From an optimization exercise on the open Yosys and OpenROAD flow, aimed at small area and a short achievable clock period; shortcuts taken in it are not production practice.
Only simulation tests tie the RTL to the original design; equivalence was not proved.
No activity file was given, so power comes from the tool's default toggle rates.

## design/flow/flow/run.sh

```bash
#!/bin/bash
# The standard layout (standard.sh, which also runs the standard synthesis),
# with three ORFS variables set:
#  - port buffers use buf_1 instead of the slow delay cell buffer_ports picks;
#  - clock tree from clkbuf_4/clkbuf_8 without dummy loads, 20-sink clusters;
# make's full output goes to flow_make.log here; each step's log stays under orfs/logs.
set -euo pipefail
export BUFFER_PORTS_ARGS="-buffer_cell sky130_fd_sc_hd__buf_1"
export CTS_ARGS="-sink_clustering_enable -repair_clock_nets -dont_use_dummy_load -buf_list {sky130_fd_sc_hd__clkbuf_4 sky130_fd_sc_hd__clkbuf_8} -sink_clustering_size 20"
bash standard.sh > flow_make.log 2>&1
```

## design/flow/standard.sh

```bash
#!/bin/bash
# synth_recipe.tcl (not shown) runs the flow's synth.tcl, then flattens the netlist and writes it again
# the make line also repeats each setting of config.mk as NAME=value (left out here)
make -C /OpenROAD-flow-scripts/flow DESIGN_CONFIG=/design/flow/config.mk WORK_HOME=/design/flow/orfs CLKGATE_MAP_FILE= SYNTH_SCRIPT=/design/flow/synth_recipe.tcl "${@:-finish}"
```

## design/flow/config.mk

```make
export PLATFORM = sky130hd
export DESIGN_NAME = mem_io_bus
export DESIGN_NICKNAME = mem_io_bus
export VERILOG_FILES = /design/flow/design.v
export SDC_FILE = /design/flow/constraint.sdc
export NUM_CORES = 4
export LEC_CHECK = 0
export CAP_MARGIN = 20
export CORE_MARGIN = 2
export CORE_UTILIZATION = 40
export SETUP_SLACK_MARGIN = 3.6
export SLEW_MARGIN = 20
export SYNTH_HIERARCHICAL = 1
```

## design/flow/constraint.sdc

```tcl
create_clock -name core_clock -period 7.0 [get_ports {CLK}]
set_input_delay 1.4000 -clock core_clock [delete_from_list [all_inputs] [get_ports {CLK}]]
set_output_delay 1.4000 -clock core_clock [all_outputs]
set_load 0.01 [all_outputs]
```

## design/flow/design.v

```verilog
module mem_io_bus (
  input  logic         CLK,
  input  logic         RST_N,
  input  logic [31:0]  req_addr,
  input  logic [31:0]  req_wdata,
  input  logic [2:0]   req_len,
  input  logic         req_read,
  input  logic         req_write,
  output logic         stall,
  output logic [31:0]  rdata,
  output logic         err,
  output logic [127:0] io_out,
  input  logic [31:0]  io_in
);
  logic req;
  logic wait_q, done_q;
  assign req   = req_read | req_write;
  assign stall = RST_N & req & ~done_q;
  always_ff @(posedge CLK or negedge RST_N) begin
    if (!RST_N) begin
      wait_q <= 1'b0;
      done_q <= 1'b0;
    end else begin
      wait_q <= req & ~wait_q & ~done_q;
      done_q <= wait_q;
    end
  end
  logic [7:0] a_q;
  logic       ram_q;    
  logic       ioh_q;    
  logic [2:0] len_q;
  logic       wr_q;
  always_ff @(posedge CLK) begin
    a_q   <= req_addr[7:0];
    ram_q <= (req_addr[31:8] == 24'd0);
    ioh_q <= (req_addr[31:5] == 27'h0000800);
    len_q <= req_len;
    wr_q  <= req_write;
  end
  logic [1:0] lane;
  logic [2:0] widx;
  logic       io_ok, len_ok, misal, bad;
  logic       l_byte, l_half, l_word, l_sgn;
  logic [3:0] mask;
  assign lane   = a_q[1:0];
  assign widx   = a_q[4:2];
  assign l_byte = (len_q[1:0] == 2'b00);
  assign l_half = (len_q[1:0] == 2'b01);
  assign l_word = (len_q == 3'b010);
  assign l_sgn  = ~len_q[2];
  assign io_ok  = ioh_q & ~(widx[2] & widx[1]);
  assign len_ok = l_word | (l_sgn & ~len_q[1]) | (~wr_q & ~len_q[1]);
  assign misal  = (l_half & a_q[0]) | (l_word & (a_q[1] | a_q[0]));
  assign bad    = ~(ram_q | io_ok) | misal | ~len_ok;
  always_comb begin
    case (len_q[1:0])
      2'b00:   mask = 4'b0001 << lane;
      2'b01:   mask = lane[1] ? 4'b1100 : 4'b0011;
      default: mask = 4'b1111;
    endcase
  end
  logic [7:0]  mem   [256];
  logic [31:0] io_q  [4];
  logic [31:0] timer_q;
  logic [31:0] timer_inc;
  assign timer_inc = timer_q + 32'd1;
  logic [63:0] wsel;
  logic [31:0] rword;
  logic [31:0] ld;
  logic        sbit;
  logic        ok_q;
  logic [31:0] rd_q;
  logic [67:0] rsel;
  logic        tsel;
  logic [67:0] rsrc [32];
  logic [22:0] rterm [32];
  always_comb begin
    for (int w = 0; w < 64; w++) wsel[w] = ram_q & (a_q[7:2] == 6'(w));
    rsel[63:0] = wsel;
    for (int k = 0; k < 4; k++) rsel[64+k] = io_ok & (widx == 3'(k));
    tsel = io_ok & (widx == 3'd4);
    for (int i = 0; i < 32; i++) begin
      for (int w = 0; w < 64; w++) rsrc[i][w] = mem[4*w + i/8][i%8];
      for (int k = 0; k < 4; k++) rsrc[i][64+k] = io_q[k][i];
    end
  end
  for (genvar i = 0; i < 32; i++) begin : g_rd
    for (genvar j = 0; j < 22; j++) begin : g_t
      mib_aoi3 u_t (.a0(rsrc[i][3*j]),   .s0(rsel[3*j]),
                    .a1(rsrc[i][3*j+1]), .s1(rsel[3*j+1]),
                    .a2(rsrc[i][3*j+2]), .s2(rsel[3*j+2]),
                    .y(rterm[i][j]));
    end
    mib_aoi2 u_l (.a0(rsrc[i][66]), .s0(rsel[66]), .a1(rsrc[i][67]), .s1(rsel[67]),
                  .y(rterm[i][22]));
    assign rword[i] = ~&rterm[i] | (tsel & timer_inc[i]);
  end
  always_comb begin
    logic [7:0] b_lo, b_hi;
    case (lane)
      2'd0: b_lo = rword[7:0];
      2'd1: b_lo = rword[15:8];
      2'd2: b_lo = rword[23:16];
      default: b_lo = rword[31:24];
    endcase
    b_hi = lane[1] ? rword[31:24] : rword[15:8];
    sbit = l_sgn & (l_byte ? b_lo[7] : b_hi[7]);
    ld[7:0]   = b_lo;
    ld[15:8]  = l_byte ? {8{sbit}} : b_hi;
    ld[31:16] = l_word ? rword[31:16] : {16{sbit}};
  end
  always_ff @(posedge CLK) begin
    ok_q <= ~bad;
    rd_q <= ld;
  end
  logic        in_sel;
  logic [3:0]  cb_d, cb;        
  logic        m0_d, m1_d, m0, m1;  
  logic        cw_d, cw;        
  logic [3:0]  sb_lo_d, sb_lo;  
  logic [3:0]  sb_hi_d, sb_hi;  
  logic [31:0] iv;
  assign in_sel = ioh_q & (widx == 3'd5);
  always_comb begin
    for (int k = 0; k < 4; k++) cb_d[k] = in_sel & (lane == 2'(k));
    m0_d = in_sel & ~l_byte & ~lane[1];
    m1_d = in_sel & ~l_byte & lane[1];
    cw_d = in_sel & l_word;
    for (int k = 0; k < 4; k++) sb_lo_d[k] = in_sel & l_sgn & l_byte & (lane == 2'(k));
    sb_hi_d[0] = sb_lo_d[0];
    sb_hi_d[1] = sb_lo_d[1] | (in_sel & l_sgn & l_half & ~lane[1]);
    sb_hi_d[2] = sb_lo_d[2];
    sb_hi_d[3] = sb_lo_d[3] | (in_sel & l_sgn & l_half & lane[1]);
  end
  always_ff @(posedge CLK) begin
    cb    <= cb_d;
    m0    <= m0_d;
    m1    <= m1_d;
    cw    <= cw_d;
    sb_lo <= sb_lo_d;
    sb_hi <= sb_hi_d;
  end
  logic [31:0] it_a, it_b;
  for (genvar i = 0; i < 8; i++) begin : g_in_lo
    mib_aoi3 u_a (.a0(io_in[i]), .s0(cb[0]), .a1(io_in[8+i]), .s1(cb[1]),
                  .a2(io_in[16+i]), .s2(cb[2]), .y(it_a[i]));
    mib_aoi2 u_b (.a0(io_in[24+i]), .s0(cb[3]), .a1(rd_q[i]), .s1(1'b1), .y(it_b[i]));
  end
  for (genvar i = 8; i < 16; i++) begin : g_in_mid
    mib_aoi3 u_a (.a0(io_in[i]), .s0(m0), .a1(io_in[16+i]), .s1(m1),
                  .a2(io_in[7]), .s2(sb_lo[0]), .y(it_a[i]));
    mib_aoi3 u_b (.a0(io_in[15]), .s0(sb_lo[1]), .a1(io_in[23]), .s1(sb_lo[2]),
                  .a2(io_in[31]), .s2(sb_lo[3]), .y(it_b[i]));
  end
  for (genvar i = 16; i < 32; i++) begin : g_in_hi
    mib_aoi3 u_a (.a0(io_in[i]), .s0(cw), .a1(io_in[7]), .s1(sb_hi[0]),
                  .a2(io_in[15]), .s2(sb_hi[1]), .y(it_a[i]));
    mib_aoi3 u_b (.a0(io_in[23]), .s0(sb_hi[2]), .a1(io_in[31]), .s1(sb_hi[3]),
                  .a2(rd_q[i]), .s2(1'b1), .y(it_b[i]));
  end
  always_comb begin
    iv = ~(it_a & it_b);
    iv[15:8] = iv[15:8] | rd_q[15:8];
  end
  assign rdata = iv;
  assign err   = ~ok_q;
  logic        do_wr;
  logic [31:0] wsh;
  logic [3:0]  io_we [5];
  assign do_wr = done_q & wr_q & ok_q;
  assign wsh[7:0]   = req_wdata[7:0];
  assign wsh[15:8]  = l_byte ? req_wdata[7:0] : req_wdata[15:8];
  assign wsh[23:16] = l_word ? req_wdata[23:16] : req_wdata[7:0];
  assign wsh[31:24] = l_byte ? req_wdata[7:0] :
                      l_word ? req_wdata[31:24] : req_wdata[15:8];
  always_ff @(posedge CLK) begin
    for (int w = 0; w < 64; w++) begin
      for (int b = 0; b < 4; b++) begin
        if (do_wr & wsel[w] & mask[b]) mem[4*w+b] <= wsh[8*b +: 8];
      end
    end
  end
  always_comb begin
    for (int k = 0; k < 5; k++) io_we[k] = {4{do_wr & ioh_q & (widx == 3'(k))}} & mask;
  end
  always_ff @(posedge CLK or negedge RST_N) begin
    if (!RST_N) begin
      for (int k = 0; k < 4; k++) io_q[k] <= '0;
      timer_q <= '0;
    end else begin
      for (int k = 0; k < 4; k++) begin
        for (int b = 0; b < 4; b++) begin
          if (io_we[k][b]) io_q[k][8*b +: 8] <= wsh[8*b +: 8];
        end
      end
      if (do_wr & ioh_q & (widx == 3'd4)) begin
        for (int b = 0; b < 4; b++) begin
          if (mask[b]) timer_q[8*b +: 8] <= wsh[8*b +: 8];
        end
      end else begin
        timer_q <= timer_inc;
      end
    end
  end
  always_comb begin
    for (int k = 0; k < 4; k++) io_out[32*k +: 32] = io_q[k];
  end
endmodule
module mib_aoi3 (
  input  logic a0, s0, a1, s1, a2, s2,
  output logic y
);
  assign y = ~((a0 & s0) | (a1 & s1) | (a2 & s2));
endmodule
module mib_aoi2 (
  input  logic a0, s0, a1, s1,
  output logic y
);
  assign y = ~((a0 & s0) | (a1 & s1));
endmodule
```

==> results.cfg, run 1 <==
[outcome]
status = finished clean

[die]
die_w_um = 459
start_util_pct = 40.1
pin_count = 265
die_area_um2 = 211000
core_area_um2 = 206000
die_y_um = 459
std_cell_rows = 167

[run]
max_cap_violations = 0

[synth]
yosysWarnings = 16
synth-main-ff-cell = edfxtp_1
yosysTopAreaCellShare_pct = 74.2
synth.area.top_cells = edfxtp_1 74%, a222oi_1 9.2%, dfrtp_1 4.9%, nor2_1 2.0%, dfxtp_1 1.5%
yosysSeqAreaShare_pct = 80.6
ys_ff_latch = 2270
synth.most_common_cell = edfxtp_1
synth_edf_count = 2048
netlist_instances = 4620
synth.top_cells.by_count = 2048 x edfxtp_1, 760 x a222oi_1, 437 x nor2_1
ys_types = 78
netlist_area_um2 = 82800
synth_top_area_cell = edfxtp_1
postSynth.asyncResetShare_pct = 7.14
syn_area_per_cell_um2 = 17.9

[power_and_ir_drop]
pwr-share-seq_pct = 60.1
report.power.total_w = 0.0248
internal_power_w = 0.0195
combPwrFrac_pct = 3.2
peakVddDrop_v = 0.000173
total_leakage_power_nw = 31.2
pwr-share-clk_pct = 36.6
netSwitchingFraction_pct = 21.3
power_switching_w = 0.00528
power_density_nw_per_um2 = 258

[timing]
hold_viol = 0
period_share_pct = 53.6
clock_skew_ns = 0.102
fin_crit_ns = 3.75
relSlewSlack_pct = 17.1
setup_tns_ns = 0
rsz0062_at_grt = true
drv_slew = 0
fmax_ghz = 0.266
setup_violations = 0
max_slew.worst_pin.slew_ns = 1.24

[setup_path]
crit_path_end = rd_q[21]
r2r-end = rd_q[21]
critPathCaptureType = flop
crit_top_cell = buf_4
crit_chain = buf_4, or3b_4, nor2_4, buf_4, a222oi_1, nand4_1, nor4_4, nand2_1, nor3_4, o221ai_4, buf_12, nand3_4, o211ai_1
slowest_stage = nand4_1
worstPathRequired_ns = 7.90
cp-startpoint = ram_q
r2r_cells = 13
crit_type = reg -> reg
crit_path_start_kind = flop
reg2reg_from = ram_q
cp_max_fo = 17
cpPeakStageDelay_ns = 0.56
arrival_ns = 4.66
r2r_setup_slack_ns = 3.25

[placed_design]
dp_hpwl_um = 190000
portBuffers = 264
gp_congestion = 0.987

[final_layout]
drive_above_1_share_pct = 19.2
area_growth_pct = 16.3
n_fill_cell = 17400
nets = 5561

[clocking]
cts_buffers = 357
cts_tree = yes
root_buffer = clkbuf_8
clk_latency_ns = 1.07
clk_pin_slew_ns = 0.06
cts_buffer_depth = 4
htree_levels = 5
hold_buffers = 0
clock-sinks = 2270

[route]
dr.pass1.iters = 22
routedWlPerCell_um = 35.3
ant_nets = 0
wl_um = 289000
drt_iter0_drc = 11900
drc = 0
vias_per_cell = 6.67
vias = 54500

[grt]
antenna_found_initial = 23
grt_pass1_vias = 51000
grt_pass1_wl_um = 394000
grt_max_degree = 70
overflow = 0
gr-usage-all-layers_pct = 26.4

[hold_path]
worstHoldPathType = in -> async
-- final cells by class --
type,count,area [µm²],share of cell area [%]
multi-input cells,2248,17000,17.7
flip-flops and latches,2270,66800,69.4
inverters,37,150,0.156
well taps,2704,3380,3.51
clock buffers,357,4910,5.10
diodes,16,40.0,0.0416
repair buffers,543,4010,4.16
-- sequential cells by signal (all words and copies together) (netlist names) --
register  count
sb_hi         4
cw            1
ioh_q         1
wait_q        1
ok_q          1
m1            1
rd_q         32
a_q           8
ram_q         1
m0            1
wr_q          1
mem        2048
done_q        1
io_q        128
sb_lo         2
timer_q      32
cb            4
len_q         3
-- power groups by stage --
| stage | clock, W | combinational, W | sequential (W) |
|---|---|---|---|
| after CTS | 0.00915 | 0.000763 | 0.0149 |
| after floorplan | 0 | 0.000227 | 0.0152 |
| after global routing | 0.00967 | 0.000819 | 0.0149 |
| final | 0.00908 | 0.000806 | 0.0149 |
| after global placement | 0 | 0.000695 | 0.0152 |
| after detailed placement | 0 | 0.000714 | 0.0152 |
-- repair_timing --
action | 4_1_cts | 5_1_grt
resized for setup | 312 | 113
gates cloned | 14 | 8
buffers inserted | 66 | 38
pin swaps | 152 | 106
endpoints found under the setup margin | 1614 | 982
-- stage by stage --
step	area [µm²]	setup slack [ns]	std cells	hold slack, ns	util, %
6_report	96300	3.25	8175	0.193	46.7
4_1_cts	95400	3.26	8113	0.0947	46.2
3_3_place_gp	88400	2.04	7674	0.362	42.8
3_5_place_dp	88400	2.02	7676	0.376	42.8
2_1_floorplan	82900	3.61	4643	0.354	-
5_1_grt	96300	3.16	8166	0.132	46.6
-- logic make-up (layout without fill, tap and decap cells) --
kind of cell             after synthesis  in the layout  synth area share, %
AO/OA/AOI/OAI                       1077           1077                 11.9
AND/OR/NAND/NOR                     1072           1078                 6.06
other                                  1             40              0.00453
multiplexers                          41             41                0.544
flip-flops                          2270           2270                 80.6
adder cells (fa/ha/maj)                1              1               0.0151
buffers and inverters                131            937                0.639
XOR/XNOR                              27             27                0.285
-- modules after synthesis (local to each module, per instance) --
module	cells inside	times used	area (µm²)
mem_io_bus	3820	1	74700
mib_aoi2	1	40	12.5
mib_aoi3	1	760	10.0
-- routing by layer --
metal,GRT usage [%],part of all wire (%),vias to the layer above
met5,0,0.026,-
met4,11.9,4.9,12
met3,7.78,14,629
met2,38.8,44,4487
met1,36.4,37,27600
li1,-,-,21800
-- how the worst min path moves through the flow --
stage	slack (ns)	end	startpoint	cells after the start
floorplan	0.35	done_q	wait_q	0
global placement	0.36	done_q	wait_q	0
detailed placement	0.38	done_q	wait_q	0
CTS	0.09	io_q[2][8]	RST_N	1
global route	0.13	io_q[0][10]	RST_N	1
finish	0.19	io_q[2][10]	RST_N	1
-- layout by cell type (no fill, tap or decap), types with 12 or more instances in the layout --
cell type | netlist | layout
nand2_2 | 1 | 12
and2_1 | 17 | 16
conb_1 | 1 | 24
buf_12 | 0 | 26
nand3_1 | 50 | 33
nor2_1 | 437 | 295
a222oi_1 | 760 | 760
inv_2 | 0 | 21
nor2_2 | 2 | 118
diode_2 | 0 | 16
nor3_1 | 36 | 27
nand4_1 | 181 | 181
nand3_2 | 0 | 12
nor4_1 | 33 | 21
dfxtp_1 | 60 | 44
mux2_2 | 32 | 32
nand2_1 | 242 | 229
buf_1 | 7 | 239
a21oi_1 | 71 | 65
o211ai_1 | 18 | 18
or4_4 | 0 | 17
buf_4 | 4 | 202
nor2_4 | 0 | 26
buf_6 | 1 | 28
xor2_1 | 13 | 13
clkbuf_8 | 0 | 358
edfxtp_1 | 2048 | 2048
xnor2_1 | 14 | 14
dfrtp_1 | 162 | 162
o21ai_0 | 103 | 93
inv_1 | 36 | 12
a22oi_2 | 40 | 40
-- critical path, delay by kind of cell, from the launching register on --
| kind | cells | cell delay, ns |
|---|---|---|
| AOI/OAI and AO/OA | 3 | 0.67 |
| buffers and inverters | 3 | 0.56 |
| DFF | 1 | 0.34 |
| and+or+nand+nor | 7 | 2.02 |
==> run 2, diff against run 1 <==
--- a/design/flow/design.v
+++ b/design/flow/design.v
@@ -140,27 +140,25 @@
     sb_lo <= sb_lo_d;
     sb_hi <= sb_hi_d;
   end
-  logic [31:0] it_a, it_b;
+  logic [31:0] it_a, it_b, it_c;
   for (genvar i = 0; i < 8; i++) begin : g_in_lo
-    mib_aoi3 u_a (.a0(io_in[i]), .s0(cb[0]), .a1(io_in[8+i]), .s1(cb[1]),
-                  .a2(io_in[16+i]), .s2(cb[2]), .y(it_a[i]));
-    mib_aoi2 u_b (.a0(io_in[24+i]), .s0(cb[3]), .a1(rd_q[i]), .s1(1'b1), .y(it_b[i]));
+    mib_aoi2 u_a (.a0(io_in[i]), .s0(cb[0]), .a1(io_in[8+i]), .s1(cb[1]), .y(it_a[i]));
+    mib_aoi2 u_b (.a0(io_in[16+i]), .s0(cb[2]), .a1(io_in[24+i]), .s1(cb[3]), .y(it_b[i]));
+    assign it_c[i] = 1'b1;
   end
   for (genvar i = 8; i < 16; i++) begin : g_in_mid
-    mib_aoi3 u_a (.a0(io_in[i]), .s0(m0), .a1(io_in[16+i]), .s1(m1),
-                  .a2(io_in[7]), .s2(sb_lo[0]), .y(it_a[i]));
-    mib_aoi3 u_b (.a0(io_in[15]), .s0(sb_lo[1]), .a1(io_in[23]), .s1(sb_lo[2]),
-                  .a2(io_in[31]), .s2(sb_lo[3]), .y(it_b[i]));
+    mib_aoi2 u_a (.a0(io_in[i]), .s0(m0), .a1(io_in[16+i]), .s1(m1), .y(it_a[i]));
+    mib_aoi2 u_b (.a0(io_in[7]), .s0(sb_lo[0]), .a1(io_in[15]), .s1(sb_lo[1]), .y(it_b[i]));
+    mib_aoi2 u_c (.a0(io_in[23]), .s0(sb_lo[2]), .a1(io_in[31]), .s1(sb_lo[3]), .y(it_c[i]));
   end
   for (genvar i = 16; i < 32; i++) begin : g_in_hi
-    mib_aoi3 u_a (.a0(io_in[i]), .s0(cw), .a1(io_in[7]), .s1(sb_hi[0]),
-                  .a2(io_in[15]), .s2(sb_hi[1]), .y(it_a[i]));
-    mib_aoi3 u_b (.a0(io_in[23]), .s0(sb_hi[2]), .a1(io_in[31]), .s1(sb_hi[3]),
-                  .a2(rd_q[i]), .s2(1'b1), .y(it_b[i]));
-  end
-  always_comb begin
-    iv = ~(it_a & it_b);
-    iv[15:8] = iv[15:8] | rd_q[15:8];
+    mib_aoi2 u_a (.a0(io_in[i]), .s0(cw), .a1(io_in[7]), .s1(sb_hi[0]), .y(it_a[i]));
+    mib_aoi2 u_b (.a0(io_in[15]), .s0(sb_hi[1]), .a1(io_in[23]), .s1(sb_hi[2]), .y(it_b[i]));
+    mib_aoi2 u_c (.a0(io_in[31]), .s0(sb_hi[3]), .a1(rd_q[i]), .s1(1'b1), .y(it_c[i]));
+  end
+  always_comb begin
+    iv = ~(it_a & it_b & it_c);
+    iv[15:0] = iv[15:0] | rd_q[15:0];
   end
   assign rdata = iv;
   assign err   = ~ok_q;
==> design/flow/flow/run.sh (replaced) <==
#!/bin/bash
# The standard layout (standard.sh, which also runs the standard synthesis),
# with three ORFS variables set:
#  - port buffers use buf_1 instead of the slow delay cell buffer_ports picks;
#  - clock tree without dummy loads, in clusters of up to 25 sinks within 100 um;
# make's full output goes to flow_make.log here; each step's log stays under orfs/logs.
set -euo pipefail
export BUFFER_PORTS_ARGS="-buffer_cell sky130_fd_sc_hd__buf_1"
export CTS_ARGS="-sink_clustering_enable -repair_clock_nets -dont_use_dummy_load -sink_clustering_size 25 -sink_clustering_max_diameter 100"
bash standard.sh > flow_make.log 2>&1
==> run 2 against run 1 <==
Effect of this change: clock power decreased by 28%; total power fell by 10%; die area is 0.69% higher; non-clock buffer count increased by 5; final area is 1.3% lower; core utilization shrank 0.80 points; via count down 2.2%; synthesized cell count is 0.13% higher; fmax increased by 1.5%; critical path depth is the same.
==> results.cfg, run 2 <==
[outcome]
status = finished clean

[final_layout]
stdcell_area_um2 = 95000
final-seq-area_um2 = 66800
multi_input_area_um2 = 17800
n_fill_cell = 17800
largestRegisters = mem: 2048 flops, io_q: 128 flops
drive_above_1_share_pct = 18.8
top_register = mem
largest_register_ffs = 2048
final_common_cell = edfxtp_1
area_growth_pct = 13.9
nets = 5308
layout_common_cells = 2048 x edfxtp_1, 707 x a222oi_1, 247 x nor2_1, 213 x buf_1

[placed_design]
gp_congestion = 0.957
placed_area_um2 = 89000
dp_hpwl_um = 197000
portBuffers = 264
post-place-ws_ns = 2.56

[synth]
syn_area_per_cell_um2 = 18.0
yosysWarnings = 16
synth_top_area_cell = edfxtp_1
synth_edf_count = 2048
yosysSeqAreaShare_pct = 80.0
synth.top_cells.by_count = 2048 x edfxtp_1, 707 x a222oi_1, 439 x nor2_1
ys_ff_latch = 2270
ys_types = 78
postSynth.asyncResetShare_pct = 7.14
netlist_instances = 4626
synth_xor_area_share_pct = 0.303
yosys-mux-area-fraction_pct = 0.552
yosysTopAreaCellShare_pct = 73.7
synth_top_family_by_area = compound AO/OA/AOI/OAI gates
synth-main-ff-cell = edfxtp_1
synth.most_common_cell = edfxtp_1
synth.area.top_cells = edfxtp_1 74%, a222oi_1 8.5%, dfrtp_1 4.9%, nor2_1 2.0%, a22oi_2 1.8%
synth_compound_area_share_pct = 12.4
synth-simple-area-share_pct = 6.05
netlist_area_um2 = 83400
synth_fa_ha_area_share_pct = 0.0150

[clocking]
cts_buffer_depth = 3
clk_latency_ns = 0.79
htree_levels = 3
root_buffer = clkbuf_16
cts_buffers = 101
clk_pin_slew_ns = 0.11
hold_buffers = 0
cts_tree = yes
clock-sinks = 2270

[timing]
setup_violations = 0
max_slew.worst_pin.slew_ns = 1.23
drv_slew = 0
fin_crit_ns = 3.70
hold_viol = 0
period_share_pct = 52.8
timing.final.ws_setup_ns = 3.30
setup_tns_ns = 0
fmax_ghz = 0.271
clock_skew_ns = 0.0908
rsz0062_at_grt = true
relSlewSlack_pct = 17.8

[hold_path]
worstHoldPathType = reg -> reg
min_delay_path_depth = 0
hold_end = done_q
hp-start = wait_q

[die]
start_util_pct = 40.2
die_w_um = 461
std_cell_rows = 167
die_area_um2 = 212000
die_y_um = 461
core_area_um2 = 207000
pin_count = 265

[setup_path]
r2r_setup_slack_ns = 3.30
arrival_ns = 4.34
critPathCaptureType = flop
r2r-end = rd_q[11]
cp_max_fo = 32
worstPathRequired_ns = 7.64
reg2reg_from = a_q[4]
crit_path_start_kind = flop
r2r_cells = 13
crit_type = reg -> reg

[grt]
antenna_found_initial = 22
grt_pass1_wl_um = 404000
gr-usage-all-layers_pct = 27.3
grt_max_degree = 72
grt_pass1_vias = 49900
overflow = 0

[route]
ant_nets = 0
routedWlPerCell_um = 37.3
drc = 0
drt_iter0_drc = 11400
vias_per_cell = 6.66
vias = 53300
dr.pass1.iters = 13
wl_um = 299000

[power_and_ir_drop]
peakVddDrop_v = 0.000193
power_density_nw_per_um2 = 235
total_leakage_power_nw = 30.2

[run]
max_cap_violations = 0
run 2: cell count changes in the layout (fill, tap and decap cells not counted), moves of 33 or more:
cell	change
a22oi_2	+80
clkbuf_16	+105
nand2_1	-33
a222oi_1	-53
nor2_2	+54
clkbuf_8	-355
nor2_1	-48
run 2: stage by stage:
step	instances	power (W)	hold slack [ns]	utilization, %
floorplan	4641	0.0154	0.354	-
global placement	7751	0.0159	0.375	42.9
detailed placement	7752	0.0159	0.382	42.9
CTS	7959	0.0223	0.411	45.5
global route	7994	0.0227	0.417	45.8
finish	8007	0.0223	0.420	45.8
run 2: cell type report:
type                            count  share of cell area, %
Antenna cell                       17                 0.0448
Clock buffer                      101                   2.66
Inverter                           41                  0.165
Multi-Input combinational cell   2242                   18.7
Sequential cell                  2270                   70.3
Tap cell                         2788                   3.67
Timing Repair Buffer              548                   4.50
run 2: worst max-delay path by stage:
| stage | from | to | cells past startpoint |
|---|---|---|---|
| global route | ram_q | rd_q[11] | 15 |
| detailed placement | a_q[2] | rd_q[11] | 12 |
| floorplan | ram_q | rd_q[5] | 10 |
| global placement | a_q[2] | rd_q[0] | 11 |
| CTS | ok_q | mem[109][1] | 4 |
| finish | a_q[4] | rd_q[11] | 13 |
run 2: Yosys stat by module, one instance, submodules excluded:
module	area [µm²]	cells
mib_aoi3	10.0	1
mib_aoi2	12.5	1
mem_io_bus	74900	3802
run 2: kinds of logic (layout without fill, tap and decap cells):
group,Yosys count,in the layout
other,1,33
multiplexers,42,42
XOR/XNOR,28,28
AO/OA/AOI/OAI,1099,1099
AND/OR/NAND/NOR,1052,1056
flip-flops,2270,2270
adder cells (fa/ha/maj),1,1
buffers and inverters,133,690
run 2: what timing repair did:
action | CTS | global route
resized for setup | 415 | 106
setup endpoints to repair | 1814 | 1233
buffers inserted | 81 | 29
gates cloned | 25 | 2
pin swaps | 184 | 85
run 2: power by group:
part,switching [W],leakage (nW),total [W],internal (W)
Sequential,0.0000290,20.8,0.0149,0.0149
Clock,0.00398,1.24,0.00656,0.00258
Combinational,0.000697,8.11,0.000840,0.000143
Total,0.00471,30.2,0.0223,0.0176
run 2: metal layers:
metal / wire length, µm / global-route usage [%]
met5: 68 / 0
met4: 20100 / 15.6
met3: 36100 / 6.03
met2: 133000 / 41.2
met1: 109000 / 36.5
run 2: critical path, cell delays in order, from the launching register on:
cell and delay (ns):
dfxtp_4 0.42, buf_4 0.14, or2_4 0.19, nor2_4 0.05
buf_6 0.20, a222oi_1 0.58, nand4_1 0.39, nor4_2 0.35
buf_4 0.23, nand2_4 0.07, o31ai_4 0.26, o211ai_4 0.19
nand4_4 0.21, a21bo_1 0.22
==> run 3, diff against run 2 <==
--- a/design/flow/design.v
+++ b/design/flow/design.v
@@ -25,30 +25,34 @@
       done_q <= wait_q;
     end
   end
-  logic [7:0] a_q;
+  logic [1:0] a_q;      
+  logic [7:0] hi_q;     
+  logic [7:0] lo_q;     
   logic       ram_q;    
   logic       ioh_q;    
   logic [2:0] len_q;
   logic       wr_q;
   always_ff @(posedge CLK) begin
-    a_q   <= req_addr[7:0];
+    a_q   <= req_addr[1:0];
+    for (int k = 0; k < 8; k++) begin
+      hi_q[k] <= (req_addr[31:8] == 24'd0) & (req_addr[7:5] == 3'(k));
+      lo_q[k] <= (req_addr[4:2] == 3'(k));
+    end
     ram_q <= (req_addr[31:8] == 24'd0);
     ioh_q <= (req_addr[31:5] == 27'h0000800);
     len_q <= req_len;
     wr_q  <= req_write;
   end
   logic [1:0] lane;
-  logic [2:0] widx;
   logic       io_ok, len_ok, misal, bad;
   logic       l_byte, l_half, l_word, l_sgn;
   logic [3:0] mask;
   assign lane   = a_q[1:0];
-  assign widx   = a_q[4:2];
   assign l_byte = (len_q[1:0] == 2'b00);
   assign l_half = (len_q[1:0] == 2'b01);
   assign l_word = (len_q == 3'b010);
   assign l_sgn  = ~len_q[2];
-  assign io_ok  = ioh_q & ~(widx[2] & widx[1]);
+  assign io_ok  = ioh_q & ~(lo_q[6] | lo_q[7]);
   assign len_ok = l_word | (l_sgn & ~len_q[1]) | (~wr_q & ~len_q[1]);
   assign misal  = (l_half & a_q[0]) | (l_word & (a_q[1] | a_q[0]));
   assign bad    = ~(ram_q | io_ok) | misal | ~len_ok;
@@ -70,15 +74,16 @@
   logic        sbit;
   logic        ok_q;
   logic [31:0] rd_q;
+  logic        sx_lo_q, sx_hi_q;   
   logic [67:0] rsel;
   logic        tsel;
   logic [67:0] rsrc [32];
   logic [22:0] rterm [32];
   always_comb begin
-    for (int w = 0; w < 64; w++) wsel[w] = ram_q & (a_q[7:2] == 6'(w));
+    for (int w = 0; w < 64; w++) wsel[w] = hi_q[w/8] & lo_q[w%8];
     rsel[63:0] = wsel;
-    for (int k = 0; k < 4; k++) rsel[64+k] = io_ok & (widx == 3'(k));
-    tsel = io_ok & (widx == 3'd4);
+    for (int k = 0; k < 4; k++) rsel[64+k] = io_ok & lo_q[k];
+    tsel = io_ok & lo_q[4];
     for (int i = 0; i < 32; i++) begin
       for (int w = 0; w < 64; w++) rsrc[i][w] = mem[4*w + i/8][i%8];
       for (int k = 0; k < 4; k++) rsrc[i][64+k] = io_q[k][i];
@@ -106,12 +111,14 @@
     b_hi = lane[1] ? rword[31:24] : rword[15:8];
     sbit = l_sgn & (l_byte ? b_lo[7] : b_hi[7]);
     ld[7:0]   = b_lo;
-    ld[15:8]  = l_byte ? {8{sbit}} : b_hi;
-    ld[31:16] = l_word ? rword[31:16] : {16{sbit}};
+    ld[15:8]  = l_byte ? 8'd0 : b_hi;
+    ld[31:16] = l_word ? rword[31:16] : 16'd0;
   end
   always_ff @(posedge CLK) begin
     ok_q <= ~bad;
     rd_q <= ld;
+    sx_lo_q <= l_byte & sbit;
+    sx_hi_q <= ~l_word & sbit;
   end
   logic        in_sel;
   logic [3:0]  cb_d, cb;        
@@ -120,7 +127,7 @@
   logic [3:0]  sb_lo_d, sb_lo;  
   logic [3:0]  sb_hi_d, sb_hi;  
   logic [31:0] iv;
-  assign in_sel = ioh_q & (widx == 3'd5);
+  assign in_sel = ioh_q & lo_q[5];
   always_comb begin
     for (int k = 0; k < 4; k++) cb_d[k] = in_sel & (lane == 2'(k));
     m0_d = in_sel & ~l_byte & ~lane[1];
@@ -140,25 +147,26 @@
     sb_lo <= sb_lo_d;
     sb_hi <= sb_hi_d;
   end
-  logic [31:0] it_a, it_b, it_c;
+  logic [31:0] it_a, it_b, it_c, it_d;
   for (genvar i = 0; i < 8; i++) begin : g_in_lo
     mib_aoi2 u_a (.a0(io_in[i]), .s0(cb[0]), .a1(io_in[8+i]), .s1(cb[1]), .y(it_a[i]));
     mib_aoi2 u_b (.a0(io_in[16+i]), .s0(cb[2]), .a1(io_in[24+i]), .s1(cb[3]), .y(it_b[i]));
-    assign it_c[i] = 1'b1;
+    assign it_c[i] = ~rd_q[i];
+    mib_nand3 u_y (.a(it_a[i]), .b(it_b[i]), .c(it_c[i]), .y(iv[i]));
   end
   for (genvar i = 8; i < 16; i++) begin : g_in_mid
     mib_aoi2 u_a (.a0(io_in[i]), .s0(m0), .a1(io_in[16+i]), .s1(m1), .y(it_a[i]));
     mib_aoi2 u_b (.a0(io_in[7]), .s0(sb_lo[0]), .a1(io_in[15]), .s1(sb_lo[1]), .y(it_b[i]));
     mib_aoi2 u_c (.a0(io_in[23]), .s0(sb_lo[2]), .a1(io_in[31]), .s1(sb_lo[3]), .y(it_c[i]));
+    assign it_d[i] = ~(rd_q[i] | sx_lo_q);
+    mib_nand4 u_y (.a(it_a[i]), .b(it_b[i]), .c(it_c[i]), .d(it_d[i]), .y(iv[i]));
   end
   for (genvar i = 16; i < 32; i++) begin : g_in_hi
     mib_aoi2 u_a (.a0(io_in[i]), .s0(cw), .a1(io_in[7]), .s1(sb_hi[0]), .y(it_a[i]));
     mib_aoi2 u_b (.a0(io_in[15]), .s0(sb_hi[1]), .a1(io_in[23]), .s1(sb_hi[2]), .y(it_b[i]));
-    mib_aoi2 u_c (.a0(io_in[31]), .s0(sb_hi[3]), .a1(rd_q[i]), .s1(1'b1), .y(it_c[i]));
-  end
-  always_comb begin
-    iv = ~(it_a & it_b & it_c);
-    iv[15:0] = iv[15:0] | rd_q[15:0];
+    mib_aoi2 u_c (.a0(io_in[31]), .s0(sb_hi[3]), .a1(sx_hi_q), .s1(1'b1), .y(it_c[i]));
+    assign it_d[i] = ~rd_q[i];
+    mib_nand4 u_y (.a(it_a[i]), .b(it_b[i]), .c(it_c[i]), .d(it_d[i]), .y(iv[i]));
   end
   assign rdata = iv;
   assign err   = ~ok_q;
@@ -179,7 +187,7 @@
     end
   end
   always_comb begin
-    for (int k = 0; k < 5; k++) io_we[k] = {4{do_wr & ioh_q & (widx == 3'(k))}} & mask;
+    for (int k = 0; k < 5; k++) io_we[k] = {4{do_wr & ioh_q & lo_q[k]}} & mask;
   end
   always_ff @(posedge CLK or negedge RST_N) begin
     if (!RST_N) begin
@@ -191,7 +199,7 @@
           if (io_we[k][b]) io_q[k][8*b +: 8] <= wsh[8*b +: 8];
         end
       end
-      if (do_wr & ioh_q & (widx == 3'd4)) begin
+      if (do_wr & ioh_q & lo_q[4]) begin
         for (int b = 0; b < 4; b++) begin
           if (mask[b]) timer_q[8*b +: 8] <= wsh[8*b +: 8];
         end
@@ -216,3 +224,15 @@
 );
   assign y = ~((a0 & s0) | (a1 & s1));
 endmodule
+module mib_nand3 (
+  input  logic a, b, c,
+  output logic y
+);
+  assign y = ~(a & b & c);
+endmodule
+module mib_nand4 (
+  input  logic a, b, c, d,
+  output logic y
+);
+  assign y = ~(a & b & c & d);
+endmodule
--- a/design/flow/flow/run.sh
+++ b/design/flow/flow/run.sh
@@ -1,6 +1,6 @@
 #!/bin/bash
 # The standard layout (standard.sh, which also runs the standard synthesis),
-# with three ORFS variables set:
+# with two ORFS variables set:
 #  - port buffers use buf_1 instead of the slow delay cell buffer_ports picks;
 #  - clock tree without dummy loads, in clusters of up to 25 sinks within 100 um;
 # make's full output goes to flow_make.log here; each step's log stays under orfs/logs.
==> run 3 against run 2 <==
Effect of this change: cell count down 1.7%; area after synthesis about the same; highest routed layer unchanged; fmax up 2.9%; register-to-register slack better by 0.25 ns; still clean on timing, DRC and antenna; clock-buffer cell count unchanged.
==> results.cfg, run 3 <==
[outcome]
status = finished clean

[synth]
ys_ff_latch = 2282
yosysSeqAreaShare_pct = 80.3
yosysTopAreaCellShare_pct = 73.7
yosysWarnings = 16
netlist_instances = 4593
synth.most_common_cell = edfxtp_1
syn_area_per_cell_um2 = 18.2
ys_types = 67
synth_top_area_cell = edfxtp_1
synth.top_cells.by_count = 2048 x edfxtp_1, 704 x a222oi_1, 348 x nor2_1
postSynth.asyncResetShare_pct = 7.10
synth-main-ff-cell = edfxtp_1
synth.area.top_cells = edfxtp_1 74%, a222oi_1 8.4%, dfrtp_1 4.9%, a22oi_2 1.8%, dfxtp_1 1.7%
synth_edf_count = 2048
netlist_area_um2 = 83400

[timing]
fmax_ghz = 0.278
hold_viol = 0
rsz0062_at_grt = true
fin_crit_ns = 3.59
max_slew.worst_pin.slew_ns = 1.16
relSlewSlack_pct = 22.1
period_share_pct = 51.3
drv_slew = 0
clock_skew_ns = 0.0854
setup_violations = 0
setup_tns_ns = 0

[route]
dr.pass1.iters = 14
vias = 52100
drc = 0
routedWlPerCell_um = 37.1
drt_iter0_drc = 11100
ant_nets = 0
vias_per_cell = 6.62
wl_um = 292000

[clocking]
clk_pin_slew_ns = 0.09
cts_tree = yes
clk_latency_ns = 0.80
htree_levels = 3
cts_buffer_depth = 3
root_buffer = clkbuf_16
clock-sinks = 2282
cts_buffers = 101

[setup_path]
cp_max_fo = 6
r2r_cells = 8
arrival_ns = 2.19
worstPathRequired_ns = 5.60
crit_path_start_kind = primary input
critPathCaptureType = output port
crit_type = in -> out

[final_layout]
stdcell_area_um2 = 92900
largest_register_ffs = 2048
nets = 5178
drive_above_1_share_pct = 14.0
instances_no_fill = 7870
area_growth_pct = 11.4
layout_common_cells = 2048 x edfxtp_1, 704 x a222oi_1, 296 x nor2_1, 213 x buf_1, 207 x nand4_1
final_common_cell = edfxtp_1
n_fill_cell = 18100
largestRegisters = mem: 2048 flops, io_q: 128 flops
final_util_pct = 44.8
top_register = mem

[hold_path]
worstHoldPathType = reg -> reg
min_delay_path_depth = 0

[grt]
grt_pass1_vias = 49000
antenna_found_initial = 24
grt_pass1_wl_um = 397000
overflow = 0
grt_max_degree = 68
gr-usage-all-layers_pct = 26.8

[die]
die_y_um = 461
pin_count = 265
die_w_um = 461
core_area_um2 = 207000
start_util_pct = 40.2
std_cell_rows = 167
die_area_um2 = 212000

[power_and_ir_drop]
total_leakage_power_nw = 29.1
report.power.total_w = 0.0222
power_density_nw_per_um2 = 239
peakVddDrop_v = 0.000206

[placed_design]
dp_hpwl_um = 194000
placedCellCount = 7718
gp_congestion = 0.939
placed_area_um2 = 88800
portBuffers = 264

[run]
max_cap_violations = 0
-- run 3: layout make-up --
class	count	area, µm²	share of cell area, %
inverter	62	246	0.265
clock buffer	101	2530	2.72
timing repair buffer	454	3040	3.27
multi-input combinational	2173	16500	17.8
antenna	10	25.0	0.0269
tap	2788	3490	3.75
sequential	2282	67000	72.2
-- run 3: layer usage --
layer  track usage (%)  up-vias  wire, µm
met4              13.2       12     17700
met2              41.2     3712    132000
met3              6.67      604     36500
met1              35.6    26900    106000
li1                  -    20900         -
met5                 0        -        81
-- run 3: report_power, final --
part | total (W) | internal [W] | switching (W)
sequential | 0.0150 | 0.0149 | 0.0000301
combinational | 0.000713 | 0.000122 | 0.000591
clock | 0.00658 | 0.00258 | 0.00400
total | 0.0222 | 0.0176 | 0.00462
-- run 3: cell families after synthesis --
kind of cell | count (synthesis) | share of synthesized area, %
multiplexers | 41 | 0.540
AO/OA/AOI/OAI | 1077 | 12.1
AND/OR/NAND/NOR | 1010 | 5.98
adder cells (fa/ha/maj) | 1 | 0.0150
flip-flops | 2282 | 80.3
buffers and inverters | 153 | 0.701
XOR/XNOR | 28 | 0.294
other | 1 | 0.00450
-- run 3: critical path, cell delays in order --
cell and delay (ns):
clkbuf_16 0.16, buf_6 0.13, a22oi_2 0.14, nand4_1 0.17
buf_2 0.19
-- run 3: final timing paths --
check	end	start	slack [ns]
worst max-delay path	rdata[10]	io_in[7]	3.41
min in group asynchronous	io_q[1][7]	RST_N	0.42
worst max register to register	rd_q[3]	hi_q[0]	3.55
max in group asynchronous	io_q[3][20]	RST_N	4.46
worst min register to register	done_q	wait_q	0.39
worst min-delay path	done_q	wait_q	0.39
-- run 3: stage by stage --
stage / hold slack, ns / worst slack, ns
final: 0.394 / 3.41
after global routing: 0.384 / 3.37
after CTS: 0.380 / 3.33
after detailed placement: 0.375 / 2.46
after global placement: 0.359 / 2.40
after floorplan: 0.354 / 3.84
-- run 3: modules after synthesis, one instance, submodules excluded --
| module | cells inside | area, µm² |
|---|---|---|
| mib_aoi2 | 1 | 12.5 |
| mib_nand4 | 1 | 6.26 |
| mem_io_bus | 3737 | 74700 |
| mib_aoi3 | 1 | 10.0 |
| mib_nand3 | 1 | 5.00 |
-- run 3: what timing repair did --
item / in CTS / in global routing
gates resized for setup: 245 / 77
hold buffers: 0 / 0
pin swaps: 102 / 97
cloned: 14 / 1
setup buffers: 15 / 11
setup endpoints to repair: 1523 / 524
==> run 4, diff against run 3 <==
==> design/flow/config.mk (replaced) <==
export PLATFORM = sky130hd
export DESIGN_NAME = mem_io_bus
export DESIGN_NICKNAME = mem_io_bus
export VERILOG_FILES = /design/flow/design.v
export SDC_FILE = /design/flow/constraint.sdc
export NUM_CORES = 4
export LEC_CHECK = 0
export CAP_MARGIN = 10
export CORE_MARGIN = 2
export CORE_UTILIZATION = 40
export SETUP_SLACK_MARGIN = 3.4
export SLEW_MARGIN = 10
export SYNTH_HIERARCHICAL = 1
==> run 4 against run 3 <==
Effect of this change: critical path type is now reg -> reg; critical path depth increased by 1; highest routed layer unchanged; worst hold slack improved by 0.0026 ns; die area unchanged; non-clock buffer count decreased by 23; routed wire length decreased by 0.67%; total power about the same; worst setup slack got worse by 0.085 ns; via count decreased by 0.39%; synthesized cell count unchanged; largest power group unchanged.
==> results.cfg, run 4 <==
[final_layout]
largestRegisters = mem: 2048 flops, io_q: 128 flops
instances_no_fill = 7842
final_common_cell = edfxtp_1
layout_common_cells = 2048 x edfxtp_1, 704 x a222oi_1, 319 x nor2_1, 238 x buf_1, 207 x nand4_1
nets = 5155
drive_above_1_share_pct = 12.1
largest_register_ffs = 2048
top_register = mem
area_growth_pct = 10.5

[clocking]
cts_tree = yes
clock-sinks = 2282
clk_latency_ns = 0.82
root_buffer = clkbuf_16
htree_levels = 3
cts_buffers = 101
cts_buffer_depth = 3
clk_pin_slew_ns = 0.10

[die]
die_y_um = 461
die_w_um = 461
core_area_um2 = 207000
std_cell_rows = 167
die_area_um2 = 212000
start_util_pct = 40.2
pin_count = 265

[route]
drc = 0
vias_per_cell = 6.62
vias = 51900
drt_iter0_drc = 10900
wl_um = 290000
dr.pass1.iters = 13
routedWlPerCell_um = 37.0
ant_nets = 0

[setup_path]
crit_chain = buf_4, inv_1, buf_4, a21o_2, nand2_1, nor2_1
crit_type = reg -> reg
cp_max_fo = 33
crit_top_cell = buf_4
critPathTopFamily = simple AND/OR/NAND/NOR gates
cpPeakStageDelay_ns = 0.88
reg2reg_from = a_q[1]
cp-startpoint = a_q[1]
crit_path_start_kind = flop
crit_buf_inv = 3
arrival_ns = 4.07
critPathCaptureType = flop
worstPathRequired_ns = 7.40
slowest_stage = nor2_1

[timing]
setup_tns_ns = 0
clock_skew_ns = 0.107
fin_crit_ns = 3.68
fmax_ghz = 0.272
max_slew.worst_pin.slew_ns = 1.32
timing.final.ws_setup_ns = 3.32
hold_viol = 0
rsz0062_at_grt = true
drv_slew = 0
period_share_pct = 52.5
relSlewSlack_pct = 12.2
setup_violations = 0

[synth]
netlist_instances = 4593
synth.most_common_cell = edfxtp_1
ys_types = 67
synth.area.top_cells = edfxtp_1 74%, a222oi_1 8.4%, dfrtp_1 4.9%, a22oi_2 1.8%, dfxtp_1 1.7%
netlist_area_um2 = 83400
yosysTopAreaCellShare_pct = 73.7
syn_area_per_cell_um2 = 18.2
ys_ff_latch = 2282
synth_top_area_cell = edfxtp_1
synth-main-ff-cell = edfxtp_1
yosysWarnings = 16
synth.top_cells.by_count = 2048 x edfxtp_1, 704 x a222oi_1, 348 x nor2_1
synth_edf_count = 2048
postSynth.asyncResetShare_pct = 7.10
yosysSeqAreaShare_pct = 80.3

[run]
max_cap_violations = 0

[power_and_ir_drop]
power_density_nw_per_um2 = 241
peakVddDrop_v = 0.000167
report.power.total_w = 0.0222
total_leakage_power_nw = 28.8

[grt]
antenna_found_initial = 16
overflow = 0
grt_max_degree = 68
grt_pass1_vias = 48500
grt_pass1_wl_um = 394000
gr-usage-all-layers_pct = 26.7

[placed_design]
gp_congestion = 0.939
placedCellCount = 7717
portBuffers = 264
post-place-ws_ns = 2.45
dp_hpwl_um = 194000

[hold_path]
hp-start = wait_q
worstHoldPathType = reg -> reg

[outcome]
status = finished clean
-- run 4: changes by cell type in the layout (fill, tap and decap cells not counted), moves of 5 or more --
cell | previous run | this run
buf_1 | 213 | 238
nor2_1 | 296 | 319
nor2_2 | 51 | 28
buf_2 | 32 | 14
buf_6 | 25 | 10
dfxtp_1 | 47 | 60
dfxtp_2 | 18 | 9
buf_12 | 10 | 2
clkbuf_16 | 114 | 106
and2_2 | 11 | 16
and2_4 | 17 | 12
diode_2 | 10 | 5
-- run 4: per-module statistics from Yosys, one instance, submodules excluded --
module | flip-flops and latches | copies in the design | cells | area [µm²]
mib_nand4 | 0 | 24 | 1 | 6.26
mib_aoi3 | 0 | 704 | 1 | 10.0
mib_aoi2 | 0 | 120 | 1 | 12.5
mem_io_bus | 2282 | 1 | 3737 | 74700
mib_nand3 | 0 | 8 | 1 | 5.00
-- run 4: where the power goes --
part | leakage [nW] | internal [W] | switching [W] | total (W)
logic | 6.59 | 0.000105 | 0.000586 | 0.000691
clock network | 1.24 | 0.00258 | 0.00400 | 0.00658
registers | 20.9 | 0.0149 | 0.0000302 | 0.0150
total | 28.8 | 0.0176 | 0.00461 | 0.0222
-- run 4: path summary, 6_finish.rpt --
path                          endpoint  slack [ns]  depth (start not counted)
max in group asynchronous  io_q[2][23]        4.54                          3
hold reg to reg                 done_q        0.40                          0
min in group asynchronous  io_q[3][11]        0.41                          1
setup reg to reg           mem[133][0]        3.32                          6
hold / removal                  done_q        0.40                          0
setup / recovery           mem[133][0]        3.32                          6
-- run 4: final cells by class --
| cell class | instances | area, µm² |
|---|---|---|
| diodes | 5 | 12.5 |
| clock buffers | 101 | 2530 |
| multi-input cells | 2173 | 16400 |
| well taps | 2788 | 3490 |
| fillers | 18200 | 115000 |
| inverters | 62 | 241 |
| flip-flops and latches | 2282 | 67000 |
| repair buffers | 431 | 2510 |
-- run 4: kinds of logic (layout without fill, tap and decap cells) --
group	count (synthesis)	in the layout	synth area share, %
AO/OA/AOI/OAI	1077	1077	12.1
XOR/XNOR	28	28	0.294
adder cells (fa/ha/maj)	1	1	0.0150
buffers and inverters	153	594	0.701
flip-flops	2282	2282	80.3
multiplexers	41	41	0.540
other	1	21	0.00450
AND/OR/NAND/NOR	1010	1010	5.98
-- run 4: per-stage QoR --
step | utilization, % | area, µm² | hold WS (ns)
after floorplan | - | 83500 | 0.354
after global placement | 42.8 | 88800 | 0.359
after detailed placement | 42.8 | 88800 | 0.376
after CTS | 44.3 | 91900 | 0.398
after global routing | 44.5 | 92200 | 0.395
final | 44.5 | 92200 | 0.397
-- run 4: what timing repair did --
item,4_1_cts,5_1_grt
buffers inserted,6,2
resized for setup,104,77
cloned,8,2
hold buffers,0,0
pin swaps,24,37
endpoints found under the setup margin,589,291
-- run 4: routing by layer --
layer	track usage [%]	part of all wire, %
met1	35.3	36
met2	41.1	46
met3	7.12	13
met4	12.4	5.4
met5	0	0.024
==> run 5, diff against run 4 <==
--- a/design/flow/design.v
+++ b/design/flow/design.v
@@ -98,7 +98,16 @@
     end
     mib_aoi2 u_l (.a0(rsrc[i][66]), .s0(rsel[66]), .a1(rsrc[i][67]), .s1(rsel[67]),
                   .y(rterm[i][22]));
-    assign rword[i] = ~&rterm[i] | (tsel & timer_inc[i]);
+    logic [23:0] rt;
+    logic [7:0]  rp;
+    logic [1:0]  rn;
+    assign rt = {~(tsel & timer_inc[i]), rterm[i]};
+    for (genvar g = 0; g < 8; g++) begin : g_p
+      mib_nand3 u_p (.a(rt[3*g]), .b(rt[3*g+1]), .c(rt[3*g+2]), .y(rp[g]));
+    end
+    mib_nor4 u_n0 (.a(rp[0]), .b(rp[1]), .c(rp[2]), .d(rp[3]), .y(rn[0]));
+    mib_nor4 u_n1 (.a(rp[4]), .b(rp[5]), .c(rp[6]), .d(rp[7]), .y(rn[1]));
+    mib_nand2 u_w (.a(rn[0]), .b(rn[1]), .y(rword[i]));
   end
   always_comb begin
     logic [7:0] b_lo, b_hi;
@@ -236,3 +245,15 @@
 );
   assign y = ~(a & b & c & d);
 endmodule
+module mib_nor4 (
+  input  logic a, b, c, d,
+  output logic y
+);
+  assign y = ~(a | b | c | d);
+endmodule
+module mib_nand2 (
+  input  logic a, b,
+  output logic y
+);
+  assign y = ~(a & b);
+endmodule
==> run 5 against run 4 <==
Effect of this change: global-route usage is 3.2 points lower; core utilization is 0.36 points lower; clock-buffer cell count is 1 higher; worst hold slack worse by 0.011 ns; largest cell class unchanged; cell count is 0.94% higher; still clean on timing, DRC and antenna; clock power is 0.8% lower; register-to-register slack better by 0.04 ns; worst setup slack better by 0.043 ns; synthesized cell count is 2.2% higher; critical path depth is 1 higher; total power is 1.1% lower.
==> results.cfg, run 5 <==
[outcome]
status = finished clean

[timing]
drv_slew = 0
hold_viol = 0
rsz0062_at_grt = false
max_slew.worst_pin.slew_ns = 1.24
whs_ns = 0.386
setup_tns_ns = 0
period_share_pct = 51.9
relSlewSlack_pct = 17.1
timing.final.ws_setup_ns = 3.37
fin_crit_ns = 3.63
setup_violations = 0
clock_skew_ns = 0.0610
fmax_ghz = 0.275

[grt]
gr-usage-all-layers_pct = 23.5
grt_max_degree = 68
antenna_found_initial = 15
overflow = 0
grt_pass1_vias = 48100
grt_pass1_wl_um = 367000

[synth]
yosysSeqAreaShare_pct = 79.6
netlist_instances = 4694
synth_edf_count = 2048
postSynth.asyncResetShare_pct = 7.10
ys_ff_latch = 2282
synth_top_area_cell = edfxtp_1
netlist_area_um2 = 84200
ys_types = 71
yosysWarnings = 16
yosysTopAreaCellShare_pct = 73.0
synth.area.top_cells = edfxtp_1 73%, a222oi_1 8.4%, dfrtp_1 4.8%, nand3_1 1.8%, a22oi_2 1.8%
synth-main-ff-cell = edfxtp_1
syn_area_per_cell_um2 = 17.9
synth.most_common_cell = edfxtp_1
synth.top_cells.by_count = 2048 x edfxtp_1, 706 x a222oi_1, 313 x nor2_1

[route]
wl_um = 260000
vias = 50600
drt_iter0_drc = 10500
vias_per_cell = 6.40
dr.pass1.iters = 14
routedWlPerCell_um = 32.9
drc = 0
ant_nets = 0

[clocking]
htree_levels = 3
clock-sinks = 2282
cts_buffers = 102
root_buffer = clkbuf_16
clk_pin_slew_ns = 0.11
hold_buffers = 0
cts_buffer_depth = 3
cts_tree = yes
clk_latency_ns = 0.76

[final_layout]
nets = 5210
final_common_cell = edfxtp_1
largestRegisters = mem: 2048 flops, io_q: 128 flops
layout_common_cells = 2048 x edfxtp_1, 706 x a222oi_1, 308 x nor2_1, 303 x nand3_1, 250 x buf_1
largest_register_ffs = 2048
drive_above_1_share_pct = 11.1
final_util_pct = 44.1
top_register = mem
area_growth_pct = 9.66

[power_and_ir_drop]
power_density_nw_per_um2 = 238
total_leakage_power_nw = 29.3
report.power.total_w = 0.0220
peakVddDrop_v = 0.000196

[placed_design]
post-place-ws_ns = 2.95
dp_hpwl_um = 175000
portBuffers = 264
gp_congestion = 0.941

[run]
max_cap_violations = 0

[die]
start_util_pct = 40.2
die_y_um = 463
core_area_um2 = 209000
die_w_um = 463
std_cell_rows = 168
pin_count = 265
die_area_um2 = 214000

[setup_path]
crit_path_start_kind = flop
cp_max_fo = 32
cpPeakStageDelay_ns = 0.75
cp-startpoint = lo_q[4]
slowest_stage = nor4_2
worstPathRequired_ns = 7.61
crit_chain = and2_1, buf_4, a222oi_1, nand3_1, nor4_2, nand2_1, mux4_2
critPathCaptureType = flop
reg2reg_from = lo_q[4]
arrival_ns = 4.25
crit_type = reg -> reg

[hold_path]
hp-start = wait_q
worstHoldPathType = reg -> reg
## run 5: metal layers
metal / vias up / wire length, µm / track usage [%]
met5: - / 71 / 0
met4: 10 / 9570 / 7.46
met3: 388 / 27000 / 4.41
met2: 3030 / 120000 / 36.9
met1: 26300 / 103000 / 33.1
li1: 20900 / - / -
## run 5: power breakdown
| part | switching [W] | total, W | internal, W | leakage [nW] |
|---|---|---|---|---|
| clock | 0.00393 | 0.00653 | 0.00261 | 1.26 |
| combinational | 0.000455 | 0.000509 | 0.0000537 | 7.31 |
| sequential | 0.0000276 | 0.0149 | 0.0149 | 20.8 |
## run 5: cells by family (layout without fill, tap and decap cells)
group                    after synthesis  after routing  synth area share, %
buffers and inverters                161            556                0.747
AO/OA/AOI/OAI                       1022           1022                 11.6
XOR/XNOR                              30             30                0.312
AND/OR/NAND/NOR                     1133           1133                 6.86
flip-flops                          2282           2282                 79.6
adder cells (fa/ha/maj)                1              1               0.0149
other                                  1             23              0.00445
multiplexers                          64             64                0.929
## run 5: worst paths after layout
check / slack [ns] / end / cells after the start
worst max-delay path: 3.37 / rd_q[1] / 7
worst min-delay path: 0.39 / done_q / 0
worst max register to register: 3.37 / rd_q[1] / 7
worst min register to register: 0.39 / done_q / 0
max in group asynchronous: 4.70 / io_q[2][23] / 3
min in group asynchronous: 0.96 / io_q[3][7] / 2
## run 5: Yosys stat by module, one instance, submodules excluded
| module | area [µm²] | cells inside | copies in the design | flip-flops and latches |
|---|---|---|---|---|
| mib_nand3 | 5.00 | 1 | 264 | 0 |
| mib_nand2 | 3.75 | 1 | 32 | 0 |
| mib_aoi2 | 12.5 | 1 | 120 | 0 |
| mem_io_bus | 73300 | 3486 | 1 | 2282 |
| mib_nand4 | 6.26 | 1 | 24 | 0 |
| mib_nor4 | 12.5 | 1 | 64 | 0 |
| mib_aoi3 | 10.0 | 1 | 704 | 0 |
## run 5: worst max-delay path: cells and delay by family, from the launching register on
kind / cells / cell delay, ns
simple gates: 4 / 1.63
buf+inv: 1 / 0.29
flops: 1 / 0.57
mux: 1 / 0.50
compound gates: 1 / 0.45
## run 5: final cells by class
class                      instances  area, µm²
timing repair buffer             392       2010
sequential                      2282      67000
antenna                            7       17.5
inverter                          62        245
multi-input combinational       2266      17000
clock buffer                     102       2550
tap                             2805       3510
fill                           18200     117000
## run 5: what timing repair did
item,in CTS,in global routing
gates resized for setup,30,56
setup endpoints to repair,475,445
pin swaps,2,6
buffers inserted,3,2
## run 5: metrics by stage
step | area, µm² | instances
floorplan | 84300 | 4709
global placement | 89300 | 7802
detailed placement | 89400 | 7802
CTS | 92000 | 7907
global route | 92300 | 7913
finish | 92300 | 7916
==> run 6, diff against run 5 <==
==> design/flow/config.mk (replaced) <==
export PLATFORM = sky130hd
export DESIGN_NAME = mem_io_bus
export DESIGN_NICKNAME = mem_io_bus
export VERILOG_FILES = /design/flow/design.v
export SDC_FILE = /design/flow/constraint.sdc
export NUM_CORES = 4
export LEC_CHECK = 0
export CAP_MARGIN = 20
export CORE_MARGIN = 2
export CORE_UTILIZATION = 40
export SETUP_SLACK_MARGIN = 3.6
export SLEW_MARGIN = 20
export SYNTH_HIERARCHICAL = 1
==> run 6 against run 5 <==
Effect of this change: combinational power is 5.7% higher; die area is the same; sequential share of layout area down 0.57 points; global-route usage grew 0.15 points; largest power group unchanged; worst hold slack gained 0.0038 ns; final area up 0.81%.
==> results.cfg, run 6 <==
[placed_design]
placed_area_um2 = 89400
portBuffers = 264
placedCellCount = 7802
dp_hpwl_um = 175000
gp_congestion = 0.941

[final_layout]
multi_input_area_um2 = 17300
layout_common_cells = 2048 x edfxtp_1, 706 x a222oi_1, 295 x nand3_1, 258 x nor2_1, 233 x nand2_1
stdcell_area_um2 = 93100
final-seq-area_um2 = 67000
instances_no_fill = 7927
area_growth_pct = 10.5
largestRegisters = mem: 2048 flops, io_q: 128 flops
drive_above_1_share_pct = 13.8
nets = 5223
largest_register_ffs = 2048
top_register = mem
final_common_cell = edfxtp_1
n_fill_cell = 18100

[grt]
use_met1_pct = 32.9
overflow = 0
grt_pass1_wl_um = 369000
gr-usage-all-layers_pct = 23.7
use_met2_pct = 37.2
grt_max_degree = 68
antenna_found_initial = 11
grt_pass1_vias = 48500
grt_util_met3_pct = 4.56
grt.busiest_layer = met2

[die]
pin_count = 265
die_area_um2 = 214000
std_cell_rows = 168
die_y_um = 463
core_area_um2 = 209000
die_w_um = 463
start_util_pct = 40.2

[synth]
yosysTopAreaCellShare_pct = 73.0
yosysSeqAreaShare_pct = 79.6
ys_types = 71
ys_ff_latch = 2282
synth.most_common_cell = edfxtp_1
postSynth.asyncResetShare_pct = 7.10
syn_area_per_cell_um2 = 17.9
synth_top_area_cell = edfxtp_1
netlist_area_um2 = 84200
yosysWarnings = 16
synth.area.top_cells = edfxtp_1 73%, a222oi_1 8.4%, dfrtp_1 4.8%, nand3_1 1.8%, a22oi_2 1.8%
synth.top_cells.by_count = 2048 x edfxtp_1, 706 x a222oi_1, 313 x nor2_1
synth_edf_count = 2048
netlist_instances = 4694
synth-main-ff-cell = edfxtp_1

[route]
routedWlPerCell_um = 33.0
drt_iter0_drc = 9437
dr.pass1.iters = 15
vias_per_cell = 6.43
ant_nets = 0
drc = 0
wl_um = 262000
vias = 51000

[power_and_ir_drop]
peakVddDrop_v = 0.000198
combPwrFrac_pct = 2.4
power_switching_w = 0.00444
netSwitchingFraction_pct = 20.2
total_leakage_power_nw = 29.8
pwr-share-clk_pct = 29.7
pwr-share-seq_pct = 67.8
power_density_nw_per_um2 = 237
internal_power_w = 0.0176
report.power.total_w = 0.0220

[setup_path]
critPathCaptureType = output port
cp_max_fo = 7
worstPathRequired_ns = 5.60
arrival_ns = 2.13
crit_type = in -> out
crit_path_start_kind = primary input

[timing]
hold_viol = 0
relSlewSlack_pct = 23.9
drv_slew = 0
rsz0062_at_grt = true
max_slew.worst_pin.slew_ns = 1.14
clock_skew_ns = 0.0885
fin_crit_ns = 3.53
setup_violations = 0
fmax_ghz = 0.283
period_share_pct = 50.4
setup_tns_ns = 0

[hold_path]
worstHoldPathType = reg -> reg

[clocking]
cts_tree = yes
clk_latency_ns = 0.79
htree_levels = 3
cts_buffer_depth = 3
clock-sinks = 2282
clk_pin_slew_ns = 0.09
cts_buffers = 102
root_buffer = clkbuf_16

[outcome]
status = finished clean

[run]
max_cap_violations = 0
-- run 6: cell counts after synthesis --
Identical to the previous run, type by type.
-- run 6: per-module statistics from Yosys, one instance, submodules excluded --
| module | copies in the design | flip-flops and latches | cells inside |
|---|---|---|---|
| mem_io_bus | 1 | 2282 | 3486 |
| mib_aoi3 | 704 | 0 | 1 |
| mib_nand4 | 24 | 0 | 1 |
| mib_nand2 | 32 | 0 | 1 |
| mib_nand3 | 264 | 0 | 1 |
| mib_aoi2 | 120 | 0 | 1 |
| mib_nor4 | 64 | 0 | 1 |
-- run 6: critical path, cell delays in order --
cell and delay (ns):
clkbuf_16 0.15, a22oi_2 0.15, nand4_1 0.22, buf_2 0.21
-- run 6: stage by stage --
step	worst slack [ns]	hold slack [ns]	utilization, %
2_1_floorplan	3.89	0.354	-
3_3_place_gp	2.68	0.365	42.7
3_5_place_dp	2.94	0.372	42.7
4_1_cts	3.48	0.393	44.3
5_1_grt	3.47	0.405	44.5
6_report	3.47	0.390	44.5
-- run 6: kinds of logic (layout without fill, tap and decap cells) --
logic type / count (synthesis) / in the layout / share of synthesized area, %
xor gates and xnor gates: 30 / 30 / 0.312
AOI/OAI and AO/OA: 1022 / 1022 / 11.6
and+or+nand+nor: 1133 / 1133 / 6.86
muxes: 64 / 64 / 0.929
DFF: 2282 / 2282 / 79.6
other: 1 / 21 / 0.00445
adders and majority gates: 1 / 1 / 0.0149
buffers and inverters: 161 / 569 / 0.747
-- run 6: path summary, 6_finish.rpt --
kind / cells past startpoint / slack, ns / start / to
worst max-delay path: 4 / 3.47 / io_in[7] / rdata[16]
worst min-delay path: 0 / 0.39 / wait_q / done_q
worst max register to register: 4 / 3.48 / done_q / mem[34][0]
worst min register to register: 0 / 0.39 / wait_q / done_q
max in group asynchronous: 3 / 4.79 / RST_N / wait_q
min in group asynchronous: 2 / 0.85 / RST_N / io_q[2][6]
-- run 6: layer usage --
layer  part of all wire, %  up-vias
met4                   3.7        4
li1                      -    21000
met3                    11      396
met2                    46     3212
met1                    39    26400
met5                 0.011        -
-- run 6: layout make-up --
type,instances,area share [%]
sequential,2282,72.0
multi-input combinational,2266,18.6
inverter,62,0.289
tap,2805,3.77
timing repair buffer,405,2.60
clock buffer,102,2.74
antenna,5,0.0134
-- run 6: repair_timing --
item / in CTS / in global routing
hold buffers: 0 / 0
pin swaps: 58 / 62
gates resized for setup: 162 / 108
gates cloned: 10 / 1
buffers inserted: 6 / 1
endpoints found under the hold margin: 0 / 0
endpoints found under the setup margin: 1317 / 753
-- run 6: power groups by stage --
stage | sequential (W) | clock (W) | combinational [W]
global placement | 0.0153 | 0 | 0.000483
detailed placement | 0.0153 | 0 | 0.000499
global route | 0.0149 | 0.00705 | 0.000572
floorplan | 0.0152 | 0 | 0.000172
CTS | 0.0149 | 0.00663 | 0.000525
finish | 0.0149 | 0.00656 | 0.000538

==> afterwards: timing with drivers on the ports <==
How much do the figures lean on ideal ports? The routed layouts below were timed once more, with nothing changed but the port constraints.
Step 1: set_driving_cell puts a clkbuf_16 on CLK and a buf_2 on each other input, an assumption about the parent block.
Step 2 times the ports against the registers' clock, not the clock port: input delays grow and output delays shrink by t, the midpoint of the rising clock arrivals with the driver on.
Three values: no drivers, after step 1, after step 2; two values: the first two.
run | shift t [ns] | slack for setup (ns) | cell pins on the clock port's net
run 1 | 1.116 | 3.246 / 3.119 / 2.708 | 1
run 2 | 0.843 | 3.303 / 3.303 / 2.785 | 1
run 3 | 0.846 | 3.409 / 3.206 / 3.137 | 1
run 4 | 0.849 | 3.325 / 3.232 / 3.026 | 1
run 5 | 0.825 | 3.368 / 3.350 / 2.939 | 1
run 6 | 0.839 | 3.472 / 3.345 / 2.923 | 1
After both steps every run listed still meets setup and hold. For run 6, which loses most, drivers alone change the setup slack by -0.127 ns; drivers and shift together by -0.549 ns.
